This is an optimization exercise on Yosys and OpenROAD, whose aim is small area, not a production implementation.
Where RTL was checked, it was by simulation tests only, not by an equivalence proof against the original.
Function not checked in run 2: the RTL went through the layout flow alone.
Power figures rest on the tool's default switching activity, not on a simulated workload.

===== design.v =====
`default_nettype none
package regfile_pkg;
    localparam int REG_ADDR_W = 5;
    localparam int REG_DATA_W = 32;
    typedef logic [REG_ADDR_W-1:0] reg_addr_t;
    localparam reg_addr_t REG_ZERO = 5'd0;
endpackage
`default_nettype wire
`default_nettype none
module regfile_rport
#(
    parameter int DATA_W = regfile_pkg::REG_DATA_W,
    parameter int ADDR_W = regfile_pkg::REG_ADDR_W
) (
    input  wire logic [2**ADDR_W-1:0][DATA_W-1:0] file_i,
    input  wire logic [2**ADDR_W-1:0]             valid_i,
    input  wire logic [ADDR_W-1:0]                raddr_i,
    output logic      [DATA_W-1:0]                rdata_o
);
    assign rdata_o = file_i[raddr_i] & {DATA_W{valid_i[raddr_i]}};
endmodule
`default_nettype wire
`default_nettype none
module reg_file
#(
    parameter int DATA_W = regfile_pkg::REG_DATA_W,
    parameter int ADDR_W = regfile_pkg::REG_ADDR_W
) (
    input  wire logic              clk,
    input  wire logic              rst_n,
    input  wire logic [ADDR_W-1:0] raddr1,
    input  wire logic [ADDR_W-1:0] raddr2,
    output logic      [DATA_W-1:0] rdata1,
    output logic      [DATA_W-1:0] rdata2,
    input  wire logic              we,
    input  wire logic [ADDR_W-1:0] waddr,
    input  wire logic [DATA_W-1:0] wdata,
    input  wire logic [ADDR_W-1:0] dbg_addr,
    output logic      [DATA_W-1:0] dbg_data
);
    localparam int DEPTH = 2**ADDR_W;
    logic [DEPTH-1:1][DATA_W-1:0] regs_q;
    logic [DEPTH-1:1]             valid_q;
    logic [DEPTH-1:1]             wsel;
    logic [DEPTH-1:0][DATA_W-1:0] w_file;
    logic [DEPTH-1:0]             w_valid;
    always_comb begin
        for (int i = 1; i < DEPTH; i++) begin
            wsel[i] = we && (waddr == ADDR_W'(i));
        end
    end
    always_ff @(posedge clk or negedge rst_n) begin
        if (!rst_n) begin
            valid_q <= '0;
        end else begin
            valid_q <= valid_q | wsel;
        end
    end
    always_ff @(posedge clk) begin
        for (int i = 1; i < DEPTH; i++) begin
            if (wsel[i]) begin
                regs_q[i] <= wdata;
            end
        end
    end
    assign w_file  = {regs_q, {DATA_W{1'b0}}};
    assign w_valid = {valid_q, 1'b0};
    regfile_rport #(.DATA_W(DATA_W), .ADDR_W(ADDR_W)) u_rport1 (
        .file_i (w_file), .valid_i (w_valid), .raddr_i (raddr1), .rdata_o (rdata1)
    );
    regfile_rport #(.DATA_W(DATA_W), .ADDR_W(ADDR_W)) u_rport2 (
        .file_i (w_file), .valid_i (w_valid), .raddr_i (raddr2), .rdata_o (rdata2)
    );
    regfile_rport #(.DATA_W(DATA_W), .ADDR_W(ADDR_W)) u_dbg (
        .file_i (w_file), .valid_i (w_valid), .raddr_i (dbg_addr), .rdata_o (dbg_data)
    );
endmodule
`default_nettype wire

===== flow/run.sh =====
#!/bin/bash
# Own flow: the standard layout (standard.sh), with two changes to how
# the layout is made:
#  - the port buffers that global placement inserts on every input and output
#    are plain buf_2 cells instead of the slow delay-buffer cell the resizer
#    picks by default;
#  - clock tree synthesis uses small clock buffers, larger sink clusters and no dummy
#    loads.
# Everything else (synthesis, floorplan, power grid, taps, placement, routing)
# is the standard flow. Each tool's full output is kept under orfs/logs, and
# the make output in standard_flow.log in this folder.
set -euo pipefail
CTS="-sink_clustering_enable -repair_clock_nets -dont_use_dummy_load"
CTS="$CTS -buf_list {sky130_fd_sc_hd__clkbuf_4 sky130_fd_sc_hd__clkbuf_8}"
CTS="$CTS -sink_clustering_size 14 -sink_clustering_max_diameter 60"
bash standard.sh \
    "BUFFER_PORTS_ARGS=-buffer_cell sky130_fd_sc_hd__buf_2" \
    "CTS_ARGS=$CTS" \
    finish > standard_flow.log 2>&1

===== standard.sh =====
#!/bin/bash
# synth_recipe.tcl (not shown) runs the flow's synth.tcl, then flattens the netlist and writes it again
# the make line also repeats each setting of config.mk as NAME=value (left out here)
make -C /OpenROAD-flow-scripts/flow DESIGN_CONFIG=/design/flow/config.mk WORK_HOME=/design/flow/orfs CLKGATE_MAP_FILE= SYNTH_SCRIPT=/design/flow/synth_recipe.tcl "${@:-finish}"

===== config.mk =====
export PLATFORM = sky130hd
export DESIGN_NAME = reg_file
export DESIGN_NICKNAME = reg_file
export VERILOG_FILES = /design/flow/design.v
export SDC_FILE = /design/flow/constraint.sdc
export NUM_CORES = 4
export LEC_CHECK = 0
export CAP_MARGIN = 20
export CORE_MARGIN = 2
export CORE_UTILIZATION = 40
export SLEW_MARGIN = 20

===== constraint.sdc =====
create_clock -name core_clock -period 5.0 [get_ports {clk}]
set_input_delay 1.0000 -clock core_clock [delete_from_list [all_inputs] [get_ports {clk}]]
set_output_delay 1.0000 -clock core_clock [all_outputs]
set_load 0.01 [all_outputs]

==> flow_results.org, run 1 <==
** Power and ir drop
- Switching fraction of total power :: 27.5%
- Ratio of total power to cell area :: 280 nW/um^2
- Share of total power in combinational logic :: 17.1%
- Internal power :: 12400 uW
- Static leakage :: 0.0196 uW
- The analysis attributes to net switching a power of about 4700 uW.
- The clock network burns between 20% and 30% of the power.
- Sequential cells account for 56.6% of the total power.
- Maximum vdd ir drop :: between 0.15 and 0.2 mV
- Sum of internal, switching and leakage power :: between 15000 and 20000 uW

** Floorplan
- The core region is 138000 um^2.
- I/O pin count :: 151
- The floorplan step defined a die boundary enclosing between 100000 and 150000 um^2.
- In this run the horizontal extent of the chip is between 300 and 400 um.
- Starting Density :: 40.4%
- Standard-cell row count :: about 140
- The die is 377 um tall.

** Logic synthesis
- Measured against the total synthesized area, the mux share comes to 28.2%.
- The most common cell in the synthesized netlist is edfxtp_1.
- Xor and xnor area share after synthesis :: 0%
- Register area share after synthesis :: about 55%
- The synthesized design contains 1023 register bits.
- In this run, synthesis inferred 992 flip-flops with an integrated enable.
- Synthesized instance count :: approximately 3.6k
- After synthesis, the cell types taking the most area are edfxtp_1 (53%), mux4_2 (18%), mux2i_1 (5.9%).
- Summing the areas of all and, or, nand and nor instances in the mapped netlist gives under 10% of the synthesized area.
- Predominant post-synthesis flop cell :: edfxtp_1
- The number of nets handed over by synthesis was 3613.
- Of all cell types, the one taking the most synthesized area is edfxtp_1.
- For this run, the number of Yosys warnings is 1.
- Adder-cell share of the synthesized area :: 0%
- Top post-synthesis cells by count :: edfxtp_1 (992), mux4_2 (436), mux2i_1 (331)
- Post-synth cell types :: 47
- Fraction of synthesis flops using an asynchronous set or reset pin :: 3.03%
- In this run the cell area of the synthesized design comes to approximately 56000 um^2.
- Combinational family with the most area after synthesis :: multiplexers
- Proportion of netlist area held by the largest area contributor :: around 53%
- Synth Area in Compound Gates :: 8.81%
- Dividing the synthesized area by the synthesized cell count gives 15.7 um^2.

** Setup path
- The slowest stage of the critical path belongs to the cell nor4_1.
- Reg-to-reg startpoint :: valid_q[19]
- Buffers & Inverters on Critical Path :: 4
- Gate family responsible for the most delay along the worst path :: simple AND/OR/NAND/NOR gates
- The worst setup path is captured at an output port.
- In this run the worst path has a maximum fanout of 31.
- For this run, the slowest stage of the critical path takes slightly below 0.9 ns.
- Worst Setup Start Kind :: primary input
- STA puts the critical path data required time at 4.00 ns.
- Worst Reg2Reg Path Length in Cells :: 1
- Depth of the critical timing path with buffers and inverters included :: 9
- The worst setup path is of the primary input to output port kind.
- Worst R2R Setup Slack :: between 4 and 5 ns
- Crit Reg-Reg Endpoint :: valid_q[19]
- Walking the worst path, the cells encountered are buf_8 -> buf_12 -> buf_4 -> mux2i_1 -> a22o_1 -> nor3_1 -> a211oi_1 -> nor4_1 -> buf_2.
- Arrival time of data at the critical path endpoint :: 3.77 ns

** CTS
- Counting the buffers created by CTS gives between 90 and 100.
- Clock latency on the worst-skew pair, taken at its later pin, is about 0.76 ns.
- No sink is reached through more buffers than the 3 on the longest clock path.
- The number of setup buffers added after CTS is 0.
- Clock transition at path regs :: 0.09 ns
- TritonCTS built the clock tree.
- Hold_buf cts :: 0
- Post-CTS repair changed the size of 0 cells.
- Clock tree synthesis selected as its root buffer the cell clkbuf_8.
- The clock net in this run drives a total of 1023 sinks.
- H-tree depth :: 3

** GRT
- First-pass GRT wire length :: 285000 um
- Vias in the first global route :: ~38k
- Across every metal layer, demand over resource in global routing totals 28.4%.
- Antenna violations before repair :: 16
- Entering global routing, the biggest net connects a little under 90 pins.
- Overflow left after global routing :: 0

** STA
- The final number of max-transition violations is 0.
- Setup total negative slack on the finished layout was measured at 0 ns.
- Ratio of final minimum period to clock period :: between 90% and 100%
- Hold Vio Cnt, Final :: 0
- For the final database, setup skew stands at 0 ns.
- Fmax :: 210 MHz
- Setup repair after global routing left no endpoint under its margin.
- For the pin with the worst max-slew slack, the measured transition is 1.12 ns.
- Final period demand of the worst path :: 4.77 ns
- The tightest hold path in the finished design has a slack of roughly 0.24 ns.
- The worst pin sits at a relative slew slack of 25.0%.
- Final setup violation count :: 0

** Final layout
- Number of nets at the end of the flow :: 3724
- In the final layout, the share of cells above drive strength 1 is about 33%.
- Compared with the post-synthesis result, the final layout area differs by 9.45%.

** Placement
- Once detailed placement completed, the half-perimeter wirelength came to 125000 um.
- The congestion estimate from routability-driven global placement came to 0.859.
- Number of input and output port buffers inserted :: 150

** Detailed routing
- Count of antenna-violating nets left after detailed routing :: 0
- Dividing the detail-routed wire length by the instance count gives 37.5 um.
- Vias post-DR :: 38.5k
- Summed over all layers, the routed wires come to 205000 um.
- Detailed Routing Iterations Pass 1 :: 5
- For this run, design rule violations remaining after detail routing come to 0.
- The first routing iteration left 5385 violations.
- Per-cell via count in the routed design :: 7.05

** Hold path
- The path class of the tightest hold or removal check is primary input to async pin.

** Run
- Total of max-cap violations :: 0

** Outcome
- Run status :: finished clean
[kinds of logic (layout without fill, tap and decap cells)]
| group | Yosys count | after routing |
|---|---|---|
| flip-flops | 1023 | 1023 |
| AND/OR/NAND/NOR | 482 | 482 |
| AO/OA/AOI/OAI | 708 | 708 |
| other | 0 | 3 |
| buffers and inverters | 353 | 462 |
| multiplexers | 992 | 992 |
[placed cells by master, fill, tap and decap left out, types with 6 or more instances in the layout]
master    instances
edfxtp_1        992
nor2_1           38
or4_1            62
a22oi_1          62
a22o_1           32
nand3_1          69
a211oi_1         94
clkbuf_8         96
buf_12           65
nor3_1           34
mux4_2          436
or2_2            34
a31oi_1          62
buf_2           143
o22ai_1         190
a221oi_1        134
mux2i_1         331
nand2b_2         10
nor2_4           35
buf_8             6
nand2_1          70
mux2_2          222
nor2b_1          65
nor4_1           33
a21oi_1         125
buf_4           149
dfrtp_1          31
[per-stage QoR]
step	utilization, %	setup slack, ns	instance area, um^2	std cells
finish	44.2	0.231	61000	5464
global route	44.2	0.193	61000	5462
CTS	44.2	0.188	61000	5461
detailed placement	43.3	0.196	59600	5365
global placement	43.3	0.159	59600	5365
floorplan	-	1.36	55700	3558
[flip-flops by register name, summed over array words and instances (netlist names)]
signal / cells
regs_q: 992
valid_q: 31
[power by group through the flow]
stage	registers (uW)	logic, uW	clock network, uW
2_1_floorplan	9820	1640	0
3_3_place_gp	9860	2860	0
3_5_place_dp	9860	2870	0
4_1_cts	9670	2870	4580
5_1_grt	9690	3000	4860
6_report	9670	2920	4510
[worst max-delay path by stage]
stage | from | end | slack, ns
after floorplan | dbg_addr[0] | dbg_data[30] | 1.36
after global placement | dbg_addr[1] | dbg_data[18] | 0.16
after detailed placement | dbg_addr[1] | dbg_data[18] | 0.20
after CTS | dbg_addr[1] | dbg_data[18] | 0.19
after global routing | dbg_addr[1] | dbg_data[16] | 0.19
final | dbg_addr[1] | dbg_data[16] | 0.23
[layer usage]
layer | GRT usage [%] | vias to the layer above | wire, um
met1 | 37.6 | 20140 | 77300
met2 | 45.0 | 2559 | 95900
met5 | 0 | - | 47
li1 | - | 15257 | -
met4 | 14.4 | 8 | 11200
met3 | 5.10 | 578 | 20600
[layout make-up]
class | instances | area, um^2
Inverter | 3 | 12.5
Fill cell | 12104 | 76800
Timing Repair Buffer | 363 | 3230
Sequential cell | 1023 | 30600
Tap cell | 1794 | 2240
Multi-Input combinational cell | 2182 | 23600
Clock buffer | 96 | 1320
Antenna cell | 3 | 7.51
==> inputs of run 2 (changes only) <==
==> design.v (replaced) <==
`default_nettype none
package regfile_pkg;
    localparam int REG_ADDR_W = 5;
    localparam int REG_DATA_W = 32;
    typedef logic [REG_ADDR_W-1:0] reg_addr_t;
    localparam reg_addr_t REG_ZERO = 5'd0;
endpackage
`default_nettype wire
`default_nettype none
module regfile_rport
#(
    parameter int DATA_W = regfile_pkg::REG_DATA_W,
    parameter int ADDR_W = regfile_pkg::REG_ADDR_W
) (
    input  wire logic [2**ADDR_W-1:0][DATA_W-1:0] file_i,
    input  wire logic [ADDR_W-1:0]                raddr_i,
    input  wire logic                             byp_en_i,
    input  wire logic [ADDR_W-1:0]                waddr_i,
    input  wire logic [DATA_W-1:0]                wdata_i,
    output logic      [DATA_W-1:0]                rdata_o
);
    always_comb begin
        rdata_o = '0;
        if (raddr_i != ADDR_W'(regfile_pkg::REG_ZERO)) begin
            rdata_o = file_i[raddr_i];
        end
    end
    logic w_unused_byp;
    assign w_unused_byp = ^{byp_en_i, waddr_i, wdata_i};
endmodule
`default_nettype wire
`default_nettype none
module reg_file
#(
    parameter int DATA_W = regfile_pkg::REG_DATA_W,
    parameter int ADDR_W = regfile_pkg::REG_ADDR_W
) (
    input  wire logic              clk,
    input  wire logic              rst_n,
    input  wire logic [ADDR_W-1:0] raddr1,
    input  wire logic [ADDR_W-1:0] raddr2,
    output logic      [DATA_W-1:0] rdata1,
    output logic      [DATA_W-1:0] rdata2,
    input  wire logic              we,
    input  wire logic [ADDR_W-1:0] waddr,
    input  wire logic [DATA_W-1:0] wdata,
    input  wire logic [ADDR_W-1:0] dbg_addr,
    output logic      [DATA_W-1:0] dbg_data
);
    localparam int DEPTH = 2**ADDR_W;
    logic [DEPTH-1:1][DATA_W-1:0] regs_q;
    logic [DEPTH-1:1][DATA_W-1:0] regs_d;
    logic [DEPTH-1:0][DATA_W-1:0] w_file;
    logic                         w_wr_en;
    logic                         w_byp_en;
    assign w_wr_en  = we && (waddr != ADDR_W'(regfile_pkg::REG_ZERO));
    assign w_byp_en = w_wr_en && rst_n;
    always_comb begin
        regs_d = regs_q;
        if (w_wr_en) begin
            regs_d[waddr] = wdata;
        end
    end
    always_ff @(posedge clk or negedge rst_n) begin
        if (!rst_n) begin
            regs_q <= '0;
        end else begin
            regs_q <= regs_d;
        end
    end
    assign w_file = {regs_q, {DATA_W{1'b0}}};
    regfile_rport #(
        .DATA_W (DATA_W),
        .ADDR_W (ADDR_W)
    ) u_rport1 (
        .file_i   (w_file),
        .raddr_i  (raddr1),
        .byp_en_i (w_byp_en),
        .waddr_i  (waddr),
        .wdata_i  (wdata),
        .rdata_o  (rdata1)
    );
    regfile_rport #(
        .DATA_W (DATA_W),
        .ADDR_W (ADDR_W)
    ) u_rport2 (
        .file_i   (w_file),
        .raddr_i  (raddr2),
        .byp_en_i (w_byp_en),
        .waddr_i  (waddr),
        .wdata_i  (wdata),
        .rdata_o  (rdata2)
    );
    always_comb begin
        dbg_data = '0;
        if (dbg_addr != ADDR_W'(regfile_pkg::REG_ZERO)) begin
            dbg_data = w_file[dbg_addr];
        end
    end
endmodule
`default_nettype wire
==> run.sh (new file) <==
#!/bin/bash
# synth_recipe.tcl (not shown) runs the flow's synth.tcl, then flattens the netlist and writes it again
# the make line also repeats each setting of config.mk as NAME=value (left out here)
make -C /OpenROAD-flow-scripts/flow DESIGN_CONFIG=/design/flow/config.mk WORK_HOME=/design/flow/orfs CLKGATE_MAP_FILE= SYNTH_SCRIPT=/design/flow/synth_recipe.tcl finish
removed: flow/run.sh
removed: standard.sh
==> flow_results.org, run 2 <==
** Detailed routing
- The count of TritonRoute iterations in the first routing pass came to 5 (unchanged).
- Vias post-DR :: 39.1k (+1.5%)
- Starting DRC count in detailed routing :: 3813 (-29%)
- The average via count per standard cell came to 6.52 (-7.6%).
- The post-route antenna net violation count is 0 (unchanged).
- Number of remaining DRC errors :: 0 (unchanged)
- Detailed-route wire length per cell :: 33.7 um (-10%)
- Detailed Route WL :: 202000 um (-1.4%)

** Run
- Total of max-cap violations :: 0 (unchanged)

** Logic synthesis
- Top post-synthesis cells by count :: mux2_2 (1181), dfrtp_1 (992), mux4_2 (847)
- For this run, the leading register cell type out of synthesis is dfrtp_1.
- In the post-synthesis netlist, the cell with the most instances is mux2_2.
- Post-synthesis register bit count :: 992 (-3.0%)
- Combinational family with the most area after synthesis :: multiplexers
- Syn_nets :: 3809 (+5.4%)
- Proportion of netlist area held by the largest area contributor :: 40.7% (-13 points)
- The register area share after synthesis came to 40.7% (-14 points).
- Synthesized area :: 61000 um^2 (+9.4%)
- The number of synthesized flops with an enable pin is 0 (-100%).
- The count of cell types in the netlist is 38 (-19%).
- The biggest area contributor in the post-synthesis netlist is dfrtp_1.
- The number of warnings issued by yosys was 2 (+1).
- The post-synthesis async set-or-reset flop share came to 100% (+97 points).
- Synthesized instance count :: 3745 (+5.3%)
- The synthesized-area fraction occupied by xor and xnor cells was 0.101% (+0.10 points).
- The mean instance size in the synthesized netlist came to 16.3 um^2 (+4.0%).
- Simple-gate area share of the yosys netlist :: 0.848% (-3.9 points)
- The area fraction in compound gates after synthesis came to 1.86% (-6.9 points).
- Dominant cells by area after synthesis :: dfrtp_1 (41%), mux4_2 (31%), mux2_2 (22%)
- Adder-cell share of the synthesized area :: 0.185% (+0.18 points)
- The portion of netlist area occupied by mux cells was 53.3% (+25 points).

** GRT
- The global-route met2 utilization came to 40.2% (-4.8 points).
- The number of antenna violations at the first check in global routing came to 1 (-15).
- The number of global-route vias before repair is 40.6k (+7.7%).
- First-pass GRT wire length :: 298000 um (+4.7%)
- The met1 usage in global routing came to 37.4% (-0.25 points).
- Overall Global Routing Usage :: 26.2% (-2.2 points)
- Routing layer with the top usage in global route :: met2
- The maximum number of pins on one net before global-route repair was 109 (+25%).
- Overflow left after global routing :: 0 (unchanged)
- The met3 usage came to 5.30% (+0.20 points).

** STA
- The final critical-path share of the clock period was 95.6% (+0.27 points).
- The shortest period the worst path allows came to 4.78 ns (+0.0136 ns).
- The maximum operating frequency came to 209 MHz (-0.28%).
- Relative slew slack :: 27.5% (+2.5 points)
- The worst-case clock skew was 0 ns (unchanged).
- Setup repair after global routing left no endpoint under its margin.
- Final setup violation count :: 0 (unchanged)
- The final number of hold-violating endpoints is 0 (unchanged).
- Total Neg Setup Slack :: 0 ns (unchanged)
- Slew Limit Fails :: 0 (unchanged)
- Slew @ Worst Pin :: 1.08 ns (-0.0381 ns)

** Floorplan
- Core outline area :: 152000 um^2 (+10%)
- The standard-cell row count was 143 (+5.1%).
- Chip width :: 394 um (+4.6%)
- Starting Density :: 40.2% (-0.24 points)
- The full die area was 156000 um^2 (+9.3%).
- I/O pin count :: 151 (unchanged)
- The die outline height is 394 um (+4.6%).

** Final layout
- The count of filler cells inserted in the layout is 13.0k (+7.6%).
- Final std cell area, no fill :: 72000 um^2 (+18%)
- Most used cells in the layout excluding fill and tap cells :: mux2_2 (1181), dfrtp_1 (992), mux4_2 (847), buf_12 (158), buf_4 (145)
- Most flops, register :: regs_q
- The number of flip-flops in the largest register is 992 (unchanged).
- Number of nets at the end of the flow :: 3938 (+5.7%)
- Relative to the synthesized area, the layout overhead comes to 18.1%.
- The share of final-layout standard cells stronger than drive strength 1 is 65.6% (+32 points).
- Leaving out fill and tap cells, the most frequent cell in the layout is mux2_2.
- The largest registers in the layout are regs_q x992.

** CTS
- The root buffer cell chosen for the clock tree is clkbuf_16.
- Hold_buf cts :: 0 (unchanged)
- The buffers inserted during post-CTS setup optimization is 0 (unchanged).
- H-tree depth :: 3 (unchanged)
- Clock transition at path regs :: 0.06 ns (-0.03 ns)
- The count of instances resized after the clock tree is built came to 0 (unchanged).
- The sink count of the clock tree came to 992 (-3.0%).
- Longest Clk Path Bufs :: 3 (unchanged)
- The number of buffers added by the clock tree synthesis step is 116 (+21%).
- Later-pin clock latency in the skew report :: 0.75 ns (about the same)
- TritonCTS built the clock tree.

** Outcome
- The run finished with no timing, DRC or antenna violations.

** Power and ir drop
- Sum of internal, switching and leakage power :: 29700 uW (+73%)
- The maximum vdd drop came to 0.288 mV (+49%).
- The leakage component of the power came to 0.0310 uW (+58%).
- Ratio of total power to cell area :: 412 nW/um^2 (+47%)

** Setup path
- The worst setup path is captured at an output port.
- CP Max Fanout :: 34 (+9.7%)
- The reg2reg setup slack is 4.11 ns (-0.02 ns).
- The number of cells on the worst reg-to-reg path was 1 (unchanged).
- The worst setup path is of the primary input to output port kind.
- Crit Reg-Reg Endpoint :: regs_q[616]
- WP data required :: 4.00 ns (about the same)
- The worst setup path is launched from a primary input.
- The arrival time at the worst endpoint was 3.78 ns (about the same).
- Reg-to-reg startpoint :: regs_q[616]

** Hold path
- The min-delay analysis places its worst path in the category primary input to async pin.

** Placement
- Number of input and output port buffers inserted :: 150 (unchanged)
- Final weighted congestion in routability-driven placement :: 0.827 (-3.7%)
- Detailed placement HPWL :: 133000 um (+6.2%)
- Placement-stage cell area :: 67900 um^2 (+14%)
## run 2: cell count changes after synthesis, moves of 107 or more
cell and change:
mux4_2 +411, mux2_2 +959, dfrtp_1 +961, o22ai_1 -190
a221oi_1 -124, clkbuf_1 +135, mux2i_1 -324, a21oi_1 -107
edfxtp_1 -992
## run 2: worst max-delay path by stage
stage | slack, ns | to | from | cells after the start
finish | 0.22 | rdata1[29] | raddr1[0] | 8
CTS | 0.23 | rdata1[0] | raddr1[0] | 6
detailed placement | -0.05 | regs_q[119] | waddr[0] | 16
global placement | -0.10 | regs_q[247] | waddr[0] | 16
floorplan | 0.61 | dbg_data[26] | dbg_addr[0] | 6
global route | 0.16 | rdata1[29] | raddr1[0] | 8
## run 2: power breakdown
| part | total (uW) | switching (uW) | internal, uW |
|---|---|---|---|
| combinational | 8350 | 2890 | 5460 |
| clock | 9260 | 3670 | 5590 |
| sequential | 12100 | 1960 | 10100 |
## run 2: worst max-delay path, cell delays in order
cell and delay [ns]:
buf_8 0.45, buf_12 0.29, nor2b_4 0.18, buf_12 0.21, a22o_1 0.24, mux4_2 0.51, mux2_2 0.33, clkdlybuf4s50_1 0.49
## run 2: stage by stage
stage / cells / worst slack (ns) / hold WS, ns / utilization [%]
global route: 6002 / 0.163 / 0.346 / 47.5
floorplan: 3745 / 0.605 / 0.489 / -
CTS: 5998 / 0.234 / 0.324 / 47.5
detailed placement: 5783 / -0.0457 / 0.523 / 44.7
finish: 6004 / 0.218 / 0.302 / 47.5
global placement: 5782 / -0.100 / 0.512 / 44.7
## run 2: final cells by class
cell class | instances | area (um^2) | share of cell area (%)
Multi-Input combinational cell | 2297 | 34700 | 48.2
Sequential cell | 992 | 24800 | 34.5
Clock buffer | 165 | 3390 | 4.71
Timing Repair Buffer | 451 | 5680 | 7.88
Antenna cell | 3 | 7.51 | 0.0104
Clock inverter | 50 | 779 | 1.08
Inverter | 16 | 60.1 | 0.0834
Tap cell | 2030 | 2540 | 3.53
## run 2: metal layers
layer	wire length, um	vias up
met5	0	-
met4	6810	0
met3	15100	351
met2	93800	1610
met1	86300	21628
li1	-	15530
## run 2: kinds of logic (layout without fill, tap and decap cells)
| kind of cell | after synthesis | count (layout) |
|---|---|---|
| mux | 2038 | 2038 |
| other cells | 0 | 3 |
| buf+inv | 456 | 682 |
| xor+xnor | 7 | 7 |
| compound gates | 145 | 145 |
| flops | 992 | 992 |
| simple gates | 98 | 98 |
| fa+ha+maj | 9 | 9 |

[static timing again, ports no longer ideal]
How much do the figures lean on ideal ports? The routed layouts below were timed once more, with nothing changed but the port constraints.
Step 1 assumes that a clkbuf_16 drives the clock port and a buf_2 every other input.
Step 2 times the ports against the registers' clock, not the clock port: input delays grow and output delays shrink by t, the midpoint of the rising clock arrivals with the driver on.
Slacks: no drivers / after step 1 / after step 2; pairs: no drivers / after step 1.
run | t, ns | slack for setup (ns) | slew at the worst register clock pin (ns)
run 1 | 0.893 | 0.231 / 0.172 / 0.172 | 0.10 / 0.10
run 2 | 0.819 | 0.218 / 0.160 / -0.093 | 0.07 / 0.07
Met with ideal ports but missed after step 2: setup timing in run 2. The setup slack of run 2, which loses most, moves by -0.058 ns with the drivers and by -0.311 ns with both steps.
